This design comes from an exercise in tuning for a short achievable clock period and few clock cycles on the open sky130 flow, not from production work. Only simulation tests tie the RTL to the original design; equivalence was not proved. Power figures rest on the tool's default switching activity, not on a simulated workload.

==> inputs of 03-01 <==
Design rvCore, start of the top module:
module rvCore (
  input  logic  Clock,
  input  logic  rst,
  output rvCorePkg::word_t imemAddr,
  input  rvCorePkg::word_t imemData,
  output rvCorePkg::word_t dmemAddr,
  output rvCorePkg::word_t dmemWrData,
  output logic  dmemWrEn,
  output logic  dmemRdEn,
  input  rvCorePkg::word_t dmemRdData
);
export LEC_CHECK = 0
export ABC_CLOCK_PERIOD_IN_PS = 2000
export CAP_MARGIN = 30
export CORE_MARGIN = 2
export CORE_UTILIZATION = 40
export PLACE_DENSITY = 0.6
export SETUP_SLACK_MARGIN = 5
export SLEW_MARGIN = 30
export TNS_END_PERCENT = 100
create_clock -name core_clock -period 8.0 [get_ports {Clock}]
run.sh (not shown) runs the stock make flow with config.mk's settings and CLKGATE_MAP_FILE= SYNTH_SCRIPT=/design/flow/synth_recipe.tcl, a recipe that flattens the netlist after the stock synthesis.
==> 06-19 (differences from 03-01) <==
--- a/flow/design.v
+++ b/flow/design.v
@@ -97,15 +97,14 @@
   word_t eTarget, vTarget, dTarget;
   logic  stallD;
   logic     wenE, ldE, stE, brE, jalrE, fusedE, auipcE, predE, usePreE, shortE, nopBrE;
   logic     killE;   
   logic     wenEv;
   regAddr_t rdE;
   word_t    opAE, opBE, sdE, preE, altE;
-  word_t    addAE, addBE;   
   logic     fSLE, sumSelE;
   word_t    sum, oth;    
   logic     aAdd, aSub, aSll, aSlt, aSltu, aXor, aSrl, aSra, aOr, aAnd;
   logic     bEq, bNe, bLt, bGe, bLtu, bGeu, bInv;   
   logic     wenM, ldM, selSumM;
   regAddr_t rdM;
   word_t    sumM, othM, resM;   
@@ -462,16 +461,14 @@
     bLt     <= f3 == 3'b100;
     bGe     <= f3 == 3'b101;
     bLtu    <= f3 == 3'b110;
     bGeu    <= f3 == 3'b111;
     bInv    <= f3 == 3'b010 || f3 == 3'b011;
     opAE    <= ({32{aFs}} & sum) | ({32{aFo}} & oth) | ({32{!aFs && !aFo}} & rd1);
     opBE    <= ({32{bFs}} & sum) | ({32{bFo}} & oth) | ({32{useB && !bHitE}} & rd2) | ({32{!useB}} & immO);
-    addAE   <= {32{dAdd}} & (({32{aFs}} & sum) | ({32{aFo}} & oth) | ({32{!aFs && !aFo}} & rd1));
-    addBE   <= {32{dAdd}} & (({32{bFs}} & sum) | ({32{bFo}} & oth) | ({32{useB && !bHitE}} & rd2) | ({32{!useB}} & immO));
     sdE     <= ({32{sFs}} & sum) | ({32{sFo}} & oth) | ({32{!sFs && !sFo}} & rd2);
     sumSelE <= dAdd && !isJalr;
     fSLE    <= useS && !bHitE && bHitM && ldM;   
     aAdd    <= dAdd;
     aSub    <= dSub;
     aSll    <= dSll;
     aSlt    <= dSlt;
@@ -488,15 +485,15 @@
   logic  eMiss;
   word_t eMissTarget;
   assign srcA = opAE;
   assign srcB = opBE;
   logic  beq, bltS, bltU;
   rvCmp cmpE (.a(srcA), .b(srcB), .eq(beq), .ltS(bltS), .ltU(bltU));
   assign sdv  = fSLE ? dmemRdData : sdE;
-  rvAdd addE (.a(addAE), .b(addBE), .s(sum));   
+  rvAdd addE (.a(srcA), .b(srcB), .s(sum));
   rvSub subE (.a(srcA), .b(srcB), .d(diff));
   assign ltS  = bltS;
   assign ltU  = bltU;
   assign sh   = srcB[4:0];
   always_comb begin
     oth = ({32{aSub}}  & diff)
         | ({32{aSll}}  & (srcA << sh))
==> key figures <==
Critical path
  – Crit path to: addBE[0]$_DFF_P_
  – Reg2reg end: addBE[0]$_DFF_P_
  – CP max-delay cell: mux4_2
  – Reg-to-Reg Start: opBE[0]$_DFF_P_
  – Crit path from: opBE[0]$_DFF_P_

Routing
  – Met1 Wirelength: 165.8 mm
  – Vias per cell: 6.302
  – Wire length per cell: 33.80 um

Placement
  – Dpl cells: 11750

Global routing
  – Met1 usage: 40.28%

Final layout
  – Multi-input gate count: 5216
  – Proportion of layout cells with a drive suffix above 1: 36.00%
  – Final core utilization: 51.44%
  – Clock buffers: 293
  – Sequential cell area share: 44.74%

Power
  – Max IR drop VDD: 0.0002101 V

Synthesis
  – Post-synthesis compound-gate area fraction: 9.502%
  – Synth area leaders: edfxtp_1 45%, mux4_2 12%, dfxtp_1 12%, mux2i_1 2.7%, nand2_1 2.6%
  – Mux share of post-synthesis cell area: 16.64%

STA
  – Setup ws final: 4.549 ns

Die
  – Initial core utilization: 40.12%

Outcome
  – Outcome: timing/DRC/antenna clean
The numbers above come from 03-01.

==> key figures <==
Placement
  – Dpl cells: 11520

Routing
  – Vias per cell: 6.244
  – Wire length per cell: 34.15 um

Final layout
  – Multi-input gate count: 5117
  – Sequential cell area share: 45.01%
  – Clock buffers: 306

Power
  – Max IR drop VDD: 0.0002233 V

Critical path
  – Crit path to: opBE[26]$_DFF_P_
  – CP max-delay cell: xor2_1
  – Reg2reg end: opBE[26]$_DFF_P_

Outcome
  – Outcome: timing/DRC/antenna clean

Synthesis
  – Mux share of post-synthesis cell area: 16.84%
The numbers above come from 06-19.

Testbench counts of 03-01, summed over its fixed seeds: cycles 57,230.
Testbench counts of 06-19, summed over its fixed seeds: cycles 57,230.

[separate check: timing with driven ports]
How much do the figures lean on ideal ports? The routed layouts below were timed once more, with nothing changed but the port constraints. Step 1 assumes that a clkbuf_16 drives the clock port and a buf_2 every other input. Step 2 times the ports against the registers' clock, not the clock port: input delays grow and output delays shrink by t, the midpoint of the rising clock arrivals with the driver on. Three values: no drivers, after step 1, after step 2; two values: the first two.
run	t, ns	slack for setup (ns)	clock arrival spread, ns
03-01	0.980	4.549 / 4.549 / 3.614	0.112 / 0.112
06-19	1.022	4.332 / 4.332 / 3.668	0.076 / 0.076
After both steps every run listed still meets setup and hold. The setup slack of 03-01, which loses most, moves by 0.000 ns with the drivers and by -0.935 ns with both steps.
